Context: an optimization exercise on an open-source flow, tuned for small area, a short achievable clock period and few clock cycles per item. The choices shown serve that exercise and are no tape-out recipe. Only simulation tests tie the RTL to the original design; equivalence was not proved. Power and IR drop assume default switching activity.

[design/flow/design.v]
package srp_pkg;
    localparam int DATA_W = 31;
    localparam int CFG_W  = 7;
    localparam logic [CFG_W-1:0] WINDOW_SIZE_RESET = 7'd4;
    typedef struct packed {
        logic ready;
        logic last;
    } srp_ctrl_t;
endpackage
module srp_lf (input logic nx, input logic r, output logic gt, output logic nlt);
    assign gt  = ~(nx | r);
    assign nlt = ~(nx & r);
endmodule
module srp_lfi (input logic nx, input logic r, output logic ngt, output logic lt);
    assign ngt = nx | r;
    assign lt  = nx & r;
endmodule
module srp_n0 (input logic gh, input logic nlh, input logic gl, input logic nll,
               output logic ng, output logic l);
    assign ng = ~(nlh & (gh | gl));
    assign l  = ~(nlh & (gh | nll));
endmodule
module srp_n1 (input logic ngh, input logic lh, input logic ngl, input logic ll,
               output logic g, output logic nl);
    assign g  = ~(ngh & (lh | ngl));
    assign nl = ~(ngh & (lh | ll));
endmodule
module srp_cmp (input logic [30:0] nx, input logic [30:0] r, output logic lt, output logic gt);
    logic [15:0] ng1, l1;
    logic [7:0]  g2, nl2;
    logic [3:0]  ng3, l3;
    logic [1:0]  g4, nl4;
    logic        ng5;
    for (genvar i = 0; i < 15; i++) begin : g_l1
        logic gh, nlh, gl, nll;
        srp_lf u_h (.nx(nx[2*i+2]), .r(r[2*i+2]), .gt(gh), .nlt(nlh));
        srp_lf u_l (.nx(nx[2*i+1]), .r(r[2*i+1]), .gt(gl), .nlt(nll));
        srp_n0 u_n (.gh(gh), .nlh(nlh), .gl(gl), .nll(nll), .ng(ng1[i+1]), .l(l1[i+1]));
    end
    srp_lfi u_b0 (.nx(nx[0]), .r(r[0]), .ngt(ng1[0]), .lt(l1[0]));
    for (genvar i = 0; i < 8; i++) begin : g_l2
        srp_n1 u_n (.ngh(ng1[2*i+1]), .lh(l1[2*i+1]), .ngl(ng1[2*i]), .ll(l1[2*i]),
                    .g(g2[i]), .nl(nl2[i]));
    end
    for (genvar i = 0; i < 4; i++) begin : g_l3
        srp_n0 u_n (.gh(g2[2*i+1]), .nlh(nl2[2*i+1]), .gl(g2[2*i]), .nll(nl2[2*i]),
                    .ng(ng3[i]), .l(l3[i]));
    end
    for (genvar i = 0; i < 2; i++) begin : g_l4
        srp_n1 u_n (.ngh(ng3[2*i+1]), .lh(l3[2*i+1]), .ngl(ng3[2*i]), .ll(l3[2*i]),
                    .g(g4[i]), .nl(nl4[i]));
    end
    srp_n0 u_top (.gh(g4[1]), .nlh(nl4[1]), .gl(g4[0]), .nll(nl4[0]), .ng(ng5), .l(lt));
    assign gt = ~ng5;
endmodule
module srp_ao8 (input logic [7:0] s, input logic [7:0] d, output logic y);
    assign y = |(s & d);
endmodule
module srp_lp8 (input logic [7:0] v, output logic [7:0] s, output logic any);
    always_comb
        for (int i = 0; i < 8; i++) begin
            s[i] = v[i];
            for (int k = i + 1; k < 8; k++) s[i] = s[i] & ~v[k];
        end
    assign any = |v;
endmodule
module srp_pick64 (input logic [63:0] v, input logic [63:0][30:0] d, output logic [30:0] y);
    logic [7:0]       ga, gs;
    logic [7:0][7:0]  ls;
    logic [7:0][30:0] lv;
    for (genvar g = 0; g < 8; g++) begin : g_grp
        srp_lp8 u_lp (.v(v[8*g+7:8*g]), .s(ls[g]), .any(ga[g]));
        for (genvar b = 0; b < 31; b++) begin : g_bit
            logic [7:0] col;
            for (genvar i = 0; i < 8; i++) begin : g_c
                assign col[i] = d[8*g+i][b];
            end
            srp_ao8 u (.s(ls[g]), .d(col), .y(lv[g][b]));
        end
    end
    logic gany;
    srp_lp8 u_gp (.v(ga), .s(gs), .any(gany));
    for (genvar b = 0; b < 31; b++) begin : g_out
        logic [7:0] col;
        for (genvar g = 0; g < 8; g++) begin : g_c
            assign col[g] = lv[g][b];
        end
        srp_ao8 u (.s(gs), .d(col), .y(y[b]));
    end
endmodule
module srp_pg (input logic gh, input logic th, input logic gl, input logic tl,
               output logic g, output logic t);
    assign g = gh | (th & gl);
    assign t = th & tl;
endmodule
module srp_gc (input logic gh, input logic th, input logic gl, output logic g);
    assign g = gh | (th & gl);
endmodule
module srp_sb (input logic a, input logic b, output logic g, output logic t, output logic h);
    assign g = a & ~b;
    assign t = a | ~b;
    assign h = ~(a ^ b);
endmodule
module srp_xor (input logic a, input logic b, output logic y);
    assign y = a ^ b;
endmodule
module srp_sub (input logic [30:0] a, input logic [30:0] b, output logic [30:0] y);
    logic [31:0] g [0:5];
    logic [31:0] t [0:5];
    logic [30:0] h;
    assign g[0][0] = 1'b1;
    assign t[0][0] = 1'b0;
    for (genvar i = 0; i < 31; i++) begin : g_leaf
        srp_sb u (.a(a[i]), .b(b[i]), .g(g[0][i+1]), .t(t[0][i+1]), .h(h[i]));
    end
    for (genvar l = 0; l < 5; l++) begin : g_lvl
        for (genvar i = 0; i < 32; i++) begin : g_pos
            if ((i >> l) % 2 == 1) begin : g_c
                localparam int J = ((i >> l) << l) - 1;
                if (i < (1 << (l + 1))) begin : g_fin
                    srp_gc u (.gh(g[l][i]), .th(t[l][i]), .gl(g[l][J]), .g(g[l+1][i]));
                    assign t[l+1][i] = 1'b0;
                end else begin : g_mid
                    srp_pg u (.gh(g[l][i]), .th(t[l][i]), .gl(g[l][J]), .tl(t[l][J]),
                              .g(g[l+1][i]), .t(t[l+1][i]));
                end
            end else begin : g_p
                assign g[l+1][i] = g[l][i];
                assign t[l+1][i] = t[l][i];
            end
        end
    end
    for (genvar i = 0; i < 31; i++) begin : g_sum
        srp_xor u (.a(h[i]), .b(g[5][i]), .y(y[i]));
    end
endmodule
module sliding_window_range_peak #(
    parameter int WINDOW_MAX = 64
) (
    input  logic                      clk,
    input  logic                      rst_n,
    input  logic                      cfg_we,
    input  logic [srp_pkg::CFG_W-1:0] cfg_wdata,
    input  logic                      s_tvalid,
    output logic                      s_tready,
    input  logic [31:0]               s_tdata,
    input  logic                      s_tlast,
    output logic                      m_tvalid,
    input  logic                      m_tready,
    output logic [63:0]               m_tdata,
    output logic                      m_tuser,
    output logic                      m_tlast
);
    localparam int DW   = srp_pkg::DATA_W;
    localparam int WM   = 64;
    localparam int UMAX = 5;                
    localparam int N    = WM + UMAX - 1;    
    localparam int TW   = 3;                
    logic [6:0] cfg_eff, weff;
    always_comb
        if (cfg_wdata == 7'd0)      cfg_eff = 7'd1;
        else if (cfg_wdata > 7'd64) cfg_eff = 7'd64;
        else                        cfg_eff = cfg_wdata;
    always_ff @(posedge clk or negedge rst_n)
        if (!rst_n)      weff <= srp_pkg::WINDOW_SIZE_RESET;
        else if (cfg_we) weff <= cfg_eff;
    logic [WM-1:0] incl;
    always_ff @(posedge clk)
        for (int a = 0; a < WM; a++) incl[a] <= (weff > a);
    logic            tr, fresh, replay, pclr, armed, ov, bvalid, clrw;
    logic [6:0]      n_cnt, ph;
    logic [TW-1:0]   wc, cc, ucnt;
    logic [UMAX-1:0] fph;
    logic            wr, clr;
    logic [6:0]      n_next;
    assign wr     = s_tvalid & tr;
    assign n_next = fresh ? 7'd1 : ((n_cnt == 7'd64) ? n_cnt : n_cnt + 7'd1);
    assign clr    = (pclr & fph[1]) | clrw;
    logic [UMAX-1:0] rb_rdy, rb_last;
    always_ff @(posedge clk)
        if (wr) begin
            rb_rdy  <= {rb_rdy[UMAX-2:0],  (n_next >= weff)};
            rb_last <= {rb_last[UMAX-2:0], s_tlast};
        end
    logic [N-1:0][DW-1:0] ring;
    logic [N-1:0]         fmx, fmn;
    logic [WM-1:1]        lt, cen;
    logic [DW-1:0]        nx;
    assign nx = ~ring[0];
    for (genvar j = 1; j < WM; j++) begin : g_cmp
        logic unused;
        srp_cmp u_cmp (.nx(nx), .r(ring[j]), .lt(lt[j]), .gt(unused));
        assign cen[j] = fph[1] | (ph > 7'(j));
    end
    always_ff @(posedge clk) begin
        ring[0] <= wr ? s_tdata[DW-1:0] : ring[N-1];
        for (int i = 1; i < N; i++) ring[i] <= ring[i-1];
    end
    always_ff @(posedge clk) begin
        fmx[0] <= ~wr & ~clr & fmx[N-1];
        fmn[0] <= ~wr & ~clr & fmn[N-1];
        for (int i = 1; i < N; i++) begin
            if (i - 1 >= 1 && i - 1 < WM) begin
                fmx[i] <= fmx[i-1] | (cen[i-1] & ~lt[i-1]);
                fmn[i] <= fmn[i-1] | (cen[i-1] &  lt[i-1]);
            end else begin
                fmx[i] <= fmx[i-1];
                fmn[i] <= fmn[i-1];
            end
        end
    end
    logic          ev, rdy_e, last_e;
    logic [TW-1:0] etag;
    always_comb begin
        ev     = 1'b0;
        etag   = '0;
        rdy_e  = 1'b0;
        last_e = 1'b0;
        for (int k = 0; k < UMAX; k++) begin
            ev     = ev     | (fph[k] & (ucnt > TW'(k)));
            etag   = etag   | ({TW{fph[k]}} & (wc - TW'(1 + k)));
            rdy_e  = rdy_e  | (fph[k] & rb_rdy[k]);
            last_e = last_e | (fph[k] & rb_last[k]);
        end
        ev = ev & (~replay | armed);
    end
    logic [WM-1:0]         vmx, vmn;
    logic [WM-1:0][DW-1:0] win;
    always_comb
        for (int a = 0; a < WM; a++) begin
            vmx[a] = incl[a] & ~fmx[a+1];
            vmn[a] = incl[a] & ~fmn[a+1];
            win[a] = ring[a+1];
        end
    logic [DW-1:0] selmx, selmn;
    srp_pick64 u_smx (.v(vmx), .d(win), .y(selmx));
    srp_pick64 u_smn (.v(vmn), .d(win), .y(selmn));
    logic          va;
    logic [TW-1:0] taga;
    logic          rdya, lasta;
    logic [DW-1:0] mxa, mna;
    always_ff @(posedge clk) begin
        mxa   <= selmx;
        mna   <= selmn;
        taga  <= etag;
        rdya  <= rdy_e;
        lasta <= last_e;
    end
    logic          vb;
    logic [TW-1:0] tagb;
    logic          rdyb, lastb;
    logic [DW-1:0] spread, diff;
    srp_sub u_sub (.a(mxa), .b(mna), .y(diff));
    always_ff @(posedge clk) begin
        spread <= rdya ? diff : '0;
        tagb   <= taga;
        rdyb   <= rdya;
        lastb  <= lasta;
    end
    logic [DW-1:0] best_reg, best_out, spread_q, bestout_q;
    logic          rdy_q, last_q;
    logic          commit, drop;
    assign best_reg = (bvalid & ~last_q) ? bestout_q : '0;
    logic sp_gt, sp_lt;
    srp_cmp u_best (.nx(~spread), .r(best_reg), .lt(sp_lt), .gt(sp_gt));
    assign best_out = sp_gt ? spread : best_reg;
    assign commit   = tag_ok & (~ov | m_tready);
    assign drop     = vb & ~commit;
    always_ff @(posedge clk)
        if (commit) begin
            spread_q  <= spread;
            bestout_q <= best_out;
            rdy_q     <= rdyb;
            last_q    <= lastb;
        end
    logic [TW-1:0]   u_n;
    logic            fresh_n, replay_n;
    logic [UMAX-1:0] fph_n;
    logic [TW-1:0] u_up, u_dn;
    logic          tag_ok;
    assign u_up   = ucnt + TW'(1);
    assign u_dn   = ucnt - TW'(1);
    assign tag_ok = vb & (tagb == cc);
    always_comb begin
        case ({wr, commit})
            2'b10:   u_n = u_up;
            2'b01:   u_n = u_dn;
            default: u_n = ucnt;
        endcase
        fresh_n  = wr ? s_tlast : fresh;
        replay_n = (replay | drop) & (u_n != '0);
        fph_n[1] = wr | fph[2];
        fph_n[0] = ~wr & fph[1];
        for (int k = 2; k < UMAX - 1; k++) fph_n[k] = ~wr & fph[k+1];
        fph_n[UMAX-1] = ~wr & (ph == 7'(N - UMAX + 1));
    end
    always_ff @(posedge clk or negedge rst_n)
        if (!rst_n) begin
            tr     <= 1'b0;
            fresh  <= 1'b1;
            replay <= 1'b0;
            pclr   <= 1'b0;
            clrw   <= 1'b0;
            armed  <= 1'b0;
            ov     <= 1'b0;
            n_cnt  <= 7'd0;
            ph     <= 7'd0;
            fph    <= UMAX'(2);
            wc     <= '0;
            cc     <= '0;
            ucnt   <= '0;
            va     <= 1'b0;
            vb     <= 1'b0;
            bvalid <= 1'b0;
        end else begin
            tr     <= ~replay_n & (u_n < TW'(UMAX)) & ((fresh_n & (u_n == '0)) | fph_n[1]);
            fresh  <= fresh_n;
            replay <= replay_n;
            pclr   <= replay_n & (drop | (pclr & ~fph[1]));
            clrw   <= replay_n & clr & ~fph[2];
            armed  <= replay_n & ~drop & (armed | (clr & fph[0]));
            ov     <= commit | (ov & ~m_tready);
            if (wr) n_cnt <= n_next;
            ph     <= wr ? 7'd0 : ((ph == 7'(N - 1)) ? 7'd0 : ph + 7'd1);
            fph    <= fph_n;
            wc     <= wc + TW'(wr);
            cc     <= cc + TW'(commit);
            ucnt   <= u_n;
            va     <= ev;
            vb     <= va;
            if (commit) bvalid <= 1'b1;
        end
    assign s_tready = tr;
    assign m_tvalid = ov;
    assign m_tdata  = {2'b00, bestout_q, spread_q};
    assign m_tuser  = rdy_q;
    assign m_tlast  = last_q;
endmodule
[design/flow/run.sh]
#!/bin/bash
# synth_recipe.tcl (not shown) runs the flow's synth.tcl, then flattens the netlist and writes it again
# the make line also repeats each setting of config.mk as NAME=value (left out here)
make -C /OpenROAD-flow-scripts/flow DESIGN_CONFIG=/design/flow/config.mk WORK_HOME=/design/flow/orfs CLKGATE_MAP_FILE= SYNTH_SCRIPT=/design/flow/synth_recipe.tcl finish
[design/flow/constraint.sdc]
create_clock -name core_clock -period 7.0 [get_ports {clk}]
set_input_delay 1.4000 -clock core_clock [delete_from_list [all_inputs] [get_ports {clk}]]
set_output_delay 1.4000 -clock core_clock [all_outputs]
set_load 0.01 [all_outputs]
[design/flow/config.mk]
export PLATFORM = sky130hd
export DESIGN_NAME = sliding_window_range_peak
export DESIGN_NICKNAME = sliding_window_range_peak
export VERILOG_FILES = /design/flow/design.v
export SDC_FILE = /design/flow/constraint.sdc
export NUM_CORES = 8
export LEC_CHECK = 0
export CAP_MARGIN = 20
export CORE_MARGIN = 2
export CORE_UTILIZATION = 30
export CTS_CLUSTER_DIAMETER = 100
export CTS_CLUSTER_SIZE = 25
export SETUP_SLACK_MARGIN = 4.4
export SLEW_MARGIN = 20
export SYNTH_HIERARCHICAL = 1
export TNS_END_PERCENT = 5
==> impl_metrics.env, run 1 <==
export IMPL_status="no timing/DRC/antenna violations"
export IMPL_final_common_cell="o21ai_1"
export IMPL_finalInstanceArea_mm2=0.135
export IMPL_coreArea_mm2=0.382
export IMPL_clk_path_buf_depth=3
export IMPL_max_slew_margin_rel=0.0898
export IMPL_grt_pass1_wl_um=855000
export IMPL_row_count=227
export IMPL_tightest_slew_ns=1.36
export IMPL_synth_avg_cell_area_um2=8.00
export IMPL_slew_violations=0
export IMPL_insertion_delay_ns=0.96
export IMPL_die_area_mm2=0.388
export IMPL_dr_total_vias=127000
export IMPL_hold_depth=0
export IMPL_antenna_found_initial=90
export IMPL_finClkSkew_ns=0.104
export IMPL_drt_wl_total_um=657000
export IMPL_fin_tns_setup_ns=0
export IMPL_crit_fanout=15
export IMPL_pre_cts_ws_ns=2.87
export IMPL_cts_inserted_buffers=120
export IMPL_cts_htree_levels=3
export IMPL_vias_per_cell=6.35
export IMPL_die_w_um=623
export IMPL_grt_use_met1=0.388
export IMPL_layout_worst_path_cycle_share=0.449
export IMPL_cp_start_kind="flip-flop"
export IMPL_fmax_mhz=318
export IMPL_power_density_mw_per_mm2=179
export IMPL_placed_cell_area_mm2=0.124
export IMPL_wire_per_inst_um=32.7
export IMPL_clk_pin_slew_ns=0.11
export IMPL_period_needed_ns=3.14
export IMPL_crit_type="flip-flop to flip-flop"
export IMPL_die_height_um=623
export IMPL_setup_viol=0
export IMPL_first_global_vias=108000
export IMPL_grt_remaining_overflow=0
export IMPL_gp_congestion=1.01
export IMPL_drive_above_1_share=0.0940
export IMPL_power_leakage_nw=50.9
export IMPL_io_pins=113
export IMPL_grt_use_total=0.308
export IMPL_hold_class="flip-flop to flip-flop"
export IMPL_synthToLayoutAreaGrowth_pct=17.2
export IMPL_use_met3=0.128
export IMPL_hold_buffers=0
export IMPL_hold_ws_ns=0.326
export IMPL_rsz0062_at_grt="true"
export IMPL_final_nets=15100
export IMPL_grt_max_degree=82
export IMPL_initial_core_util=0.301
export IMPL_clock_sinks=2530
export IMPL_top_usage_layer="met2"
export IMPL_ant_nets=0
export IMPL_crit_arrival_ns=3.91
export IMPL_ir_drop_mv=0.254
export IMPL_grtUsageMet2=0.424
export IMPL_hpwl_um=431000
export IMPL_layout_setup_ws_ns=3.86
export IMPL_setup_worst_path_end_class="flip-flop"
export IMPL_drc=0
export IMPL_root_buffer="clkbuf_16"
export IMPL_finalHoldViolCount=0
export IMPL_rr_worst_depth=6
export IMPL_layout_common_cells="o21ai_1, dfxtp_1, a22oi_1, nand2_1, nor2_1"
export IMPL_syn_area_mm2=0.115
export IMPL_worstPathRequired_ns=7.76
export IMPL_cts_tree="done"
export IMPL_synth_cells=14400
export IMPL_portBuffers=109
export IMPL_initialDrtViolationCount=22200
export IMPL_yosysWarnings=13
export IMPL_dr_pass1_iters=10
export IMPL_cap_violations=0
==> cell type report <==
| class | count | area (um^2) |
|---|---|---|
| Timing Repair Buffer | 504 | 6390 |
| Antenna cell | 21 | 52.6 |
| Sequential cell | 2530 | 51700 |
| Multi-Input combinational cell | 11600 | 65100 |
| Inverter | 221 | 1340 |
| Clock inverter | 34 | 445 |
| Clock buffer | 135 | 3080 |
| Tap cell | 5038 | 6300 |
| Timing Repair inverter | 26 | 228 |
| Fill cell | 39300 | 247000 |
==> registers in the layout, summed over array words and instances (netlist names), 3 cells and up <==
name,flops
bestout_q,31
tagb,3
mna,31
fph,5
weff,7
taga,3
ph,7
spread,31
cc,3
mxa,31
incl,64
wc,3
fmx,68
ucnt,3
ring,2108
n_cnt,7
spread_q,31
rb_rdy,5
fmn,68
rb_last,5
==> metrics by stage <==
step	power [W]	utilization	cells
after detailed placement	0.0156	0.325	19600
after global routing	0.0246	0.353	20100
after global placement	0.0156	0.325	19600
after floorplan	0.0151	-	14400
final	0.0241	0.353	20100
after CTS	0.0240	0.348	20000
==> metal layers <==
layer	share of wire	up-vias	routed length, um
met2	0.38	10200	247000
met1	0.36	60000	238000
li1	-	54800	-
met3	0.17	2464	110000
met5	0.00063	-	416
met4	0.094	58	61600
==> worst paths after layout <==
kind / startpoint / to / slack, ns
setup reg to reg: fmx[15] / mxa[19] / 3.86
hold reg to reg: ring[2052] / ring[2083] / 0.33
setup / recovery: fmx[15] / mxa[19] / 3.86
min in group asynchronous: rst_n / n_cnt[0] / 0.58
max in group asynchronous: rst_n / weff[1] / 5.96
hold / removal: ring[2052] / ring[2083] / 0.33
==> repair_timing <==
| item | CTS | global route |
|---|---|---|
| resized for setup | 827 | 324 |
| setup buffers | 120 | 33 |
| gates cloned | 62 | 37 |
| pin swaps | 101 | 38 |
| setup endpoints to repair | 405 | 403 |
==> power breakdown <==
part	internal [W]	switching (W)	total [W]
Combinational	0.000270	0.000711	0.000981
Sequential	0.0145	0.0000422	0.0145
Clock	0.00328	0.00534	0.00862
==> worst max-delay path, cell delays in order (launching register included) <==
cell and delay (ns):
dfxtp_1 0.40, nor2b_4 0.08, nor4_4 0.69, nand3_2 0.54
and3_4 0.45, a22oi_1 0.65, nand4_1 0.16
Testbench counts, summed over its fixed seeds: cycles 12,778, items 12,482.
==> run 2, diff against run 1 <==
--- a/design/flow/config.mk
+++ b/design/flow/config.mk
@@ -10,7 +10,7 @@
 export CORE_UTILIZATION = 30
 export CTS_CLUSTER_DIAMETER = 100
 export CTS_CLUSTER_SIZE = 25
-export SETUP_SLACK_MARGIN = 4.4
+export SETUP_SLACK_MARGIN = 4.3
 export SLEW_MARGIN = 20
 export SYNTH_HIERARCHICAL = 1
 export TNS_END_PERCENT = 5
==> run 2 against run 1 <==
Flip-flop and latch count stayed put. Setup slack better by 0.040 ns. Critical path depth is 4 higher. Via count is 2.2% lower. Sequential power hardly changed. Clock skew is 0.0068 ns lower. Critical path type unchanged.
==> impl_metrics.env, run 2 <==
export IMPL_stdcell_count=20000
export IMPL_cp_slowest_cell="a22oi_1"
export IMPL_die_area_mm2=0.388
export IMPL_ant_nets=0
export IMPL_cpMostUsedCell="buf_12"
export IMPL_synth_avg_cell_area_um2=8.00
export IMPL_crit_fanout=7
export IMPL_hold_depth=0
export IMPL_max_slew_margin_rel=0.115
export IMPL_status="no timing/DRC/antenna violations"
export IMPL_cts_htree_levels=3
export IMPL_die_height_um=623
export IMPL_slew_violations=0
export IMPL_power_leakage_nw=49.8
export IMPL_period_needed_ns=3.10
export IMPL_fin_tns_setup_ns=0
export IMPL_root_buffer="clkbuf_16"
export IMPL_tightest_slew_ns=1.32
export IMPL_largest_reg_flops=2108
export IMPL_dr_total_vias=125000
export IMPL_final_nets=15000
export IMPL_hold_class="flip-flop to flip-flop"
export IMPL_drive_above_1_share=0.0824
export IMPL_cp_start_kind="flip-flop"
export IMPL_cts_tree="done"
export IMPL_drc=0
export IMPL_layout_worst_path_cycle_share=0.443
export IMPL_synth_cells=14400
export IMPL_finalHoldViolCount=0
export IMPL_grt_pass1_wl_um=836000
export IMPL_cap_violations=0
export IMPL_drt_wl_total_um=632000
export IMPL_wire_per_inst_um=31.6
export IMPL_cts_inserted_buffers=120
export IMPL_fmax_mhz=322
export IMPL_portBuffers=109
export IMPL_multi_input_area_mm2=0.0647
export IMPL_first_global_vias=107000
export IMPL_ff2ff_setup_slack_ns=3.90
export IMPL_initial_core_util=0.301
export IMPL_rr_worst_depth=10
export IMPL_grt_use_total=0.300
export IMPL_finClkSkew_ns=0.0968
export IMPL_crit_arrival_ns=3.82
export IMPL_placed_cells=19600
export IMPL_hold_ws_ns=0.325
export IMPL_worstPathRequired_ns=7.72
export IMPL_antenna_found_initial=92
export IMPL_hold_buffers=0
export IMPL_yosysWarnings=13
export IMPL_clock_sinks=2530
export IMPL_clk_pin_slew_ns=0.11
export IMPL_clk_path_buf_depth=3
export IMPL_initialDrtViolationCount=20800
export IMPL_row_count=227
export IMPL_rsz0062_at_grt="true"
export IMPL_critical_path_max_stage_delay_ns=0.75
export IMPL_filler_cell_count=39500
export IMPL_layout_common_cells="o21ai_1, dfxtp_1, a22oi_1, nand2_1, nor2_1"
export IMPL_largest_register="ring"
export IMPL_die_w_um=623
export IMPL_coreArea_mm2=0.382
export IMPL_final_common_cell="o21ai_1"
export IMPL_setup_viol=0
export IMPL_setup_worst_path_end_class="flip-flop"
export IMPL_ir_drop_mv=0.254
export IMPL_cp_cell_sequence="nor2b_4 -> buf_12 -> nor2_2 -> and4b_2 -> buf_12 -> buf_12 -> a22oi_1 -> nand4_1 -> a22oi_1 -> nand4_1"
export IMPL_insertion_delay_ns=0.92
export IMPL_grt_max_degree=82
export IMPL_vias_per_cell=6.24
export IMPL_power_density_mw_per_mm2=181
export IMPL_largestRegisters="ring x2108, fmn x68, fmx x68"
export IMPL_grt_remaining_overflow=0
export IMPL_dr_pass1_iters=9
export IMPL_synthToLayoutAreaGrowth_pct=15.4
export IMPL_seq_area_mm2=0.0517
export IMPL_hpwl_um=431000
export IMPL_placed_cell_area_mm2=0.124
export IMPL_io_pins=113
export IMPL_gp_congestion=1.01
export IMPL_crit_type="flip-flop to flip-flop"
export IMPL_finalInstanceArea_mm2=0.133
export IMPL_syn_area_mm2=0.115
## run 2: repair_timing
action | in CTS | in global routing
setup buffers | 55 | 17
resized for setup | 681 | 295
pin swaps | 48 | 42
setup endpoints to repair | 351 | 383
cloned | 29 | 25
## run 2: final timing paths
check | startpoint | endpoint
max | incl[15] | mxa[27]
min | ring[2072] | ring[2103]
max reg2reg | incl[15] | mxa[27]
min reg2reg | ring[2072] | ring[2103]
max in group asynchronous | rst_n | weff[1]
min in group asynchronous | rst_n | n_cnt[0]
## run 2: power breakdown
| part | internal, W | switching (W) |
|---|---|---|
| Sequential | 0.0145 | 0.0000399 |
| Clock | 0.00328 | 0.00532 |
| Combinational | 0.000216 | 0.000661 |
| Total | 0.0180 | 0.00602 |
## run 2: routing by layer
layer | up-vias | wire length, um | track usage
li1 | 54500 | - | -
met5 | - | 569 | 0
met2 | 9251 | 241000 | 0.416
met1 | 58700 | 233000 | 0.385
met3 | 2091 | 101000 | 0.117
met4 | 54 | 55600 | 0.193
## run 2: layout make-up
| type | instances | share of cell area |
|---|---|---|
| diodes | 49 | 0.000924 |
| clock buffers | 135 | 0.0232 |
| clock inverters | 34 | 0.00336 |
| inverters | 221 | 0.00934 |
| multi-input cells | 11500 | 0.488 |
| flip-flops and latches | 2530 | 0.390 |
| well taps | 5038 | 0.0475 |
| repair buffers | 404 | 0.0375 |
| repair inverters | 14 | 0.000924 |
## run 2: through the flow
stage | worst slack, ns | util | power [W]
3_3_place_gp | 2.89 | 0.325 | 0.0156
4_1_cts | 4.04 | 0.344 | 0.0239
6_report | 3.90 | 0.347 | 0.0240
3_5_place_dp | 2.87 | 0.325 | 0.0156
2_1_floorplan | 3.25 | - | 0.0151
5_1_grt | 4.04 | 0.347 | 0.0245
## run 2: critical path: cells and delay by family, from the launching register on
kind                   cells  cell delay [ns]
buffers and inverters      3             0.43
AO/OA/AOI/OAI              2             0.93
AND/OR/NAND/NOR            5             1.17
flip-flops                 1             0.34

## static timing again, ports no longer ideal
The flow's constraints put no driver on any port. The routed layouts listed below were extracted and timed again, unchanged, in two steps.
Step 1: set_driving_cell puts a clkbuf_16 on clk and a buf_2 on each other input, an assumption about the parent block.
Step 2, shift: input delay + t, output delay - t, t = (earliest + latest rising clock arrival at the registers) / 2. This alone moves slack from input paths to output paths.
Three values: ideal, step 1, step 2; two values: the first two.
run | t (ns) | slack for setup (ns) | worst setup path after step 2 | latest minus earliest clock arrival (ns) | pins driven straight from the clock port
run 1 | 1.000 | 3.857 / 3.857 / 3.291 | input to register | 0.106 / 0.106 | 1
run 2 | 0.981 | 3.897 / 3.897 / 3.303 | input to register | 0.099 / 0.099 | 1
After both steps setup and hold are still met in every run listed. For run 2, which loses most, drivers alone change the setup slack by 0.000 ns; drivers and shift together by -0.594 ns.
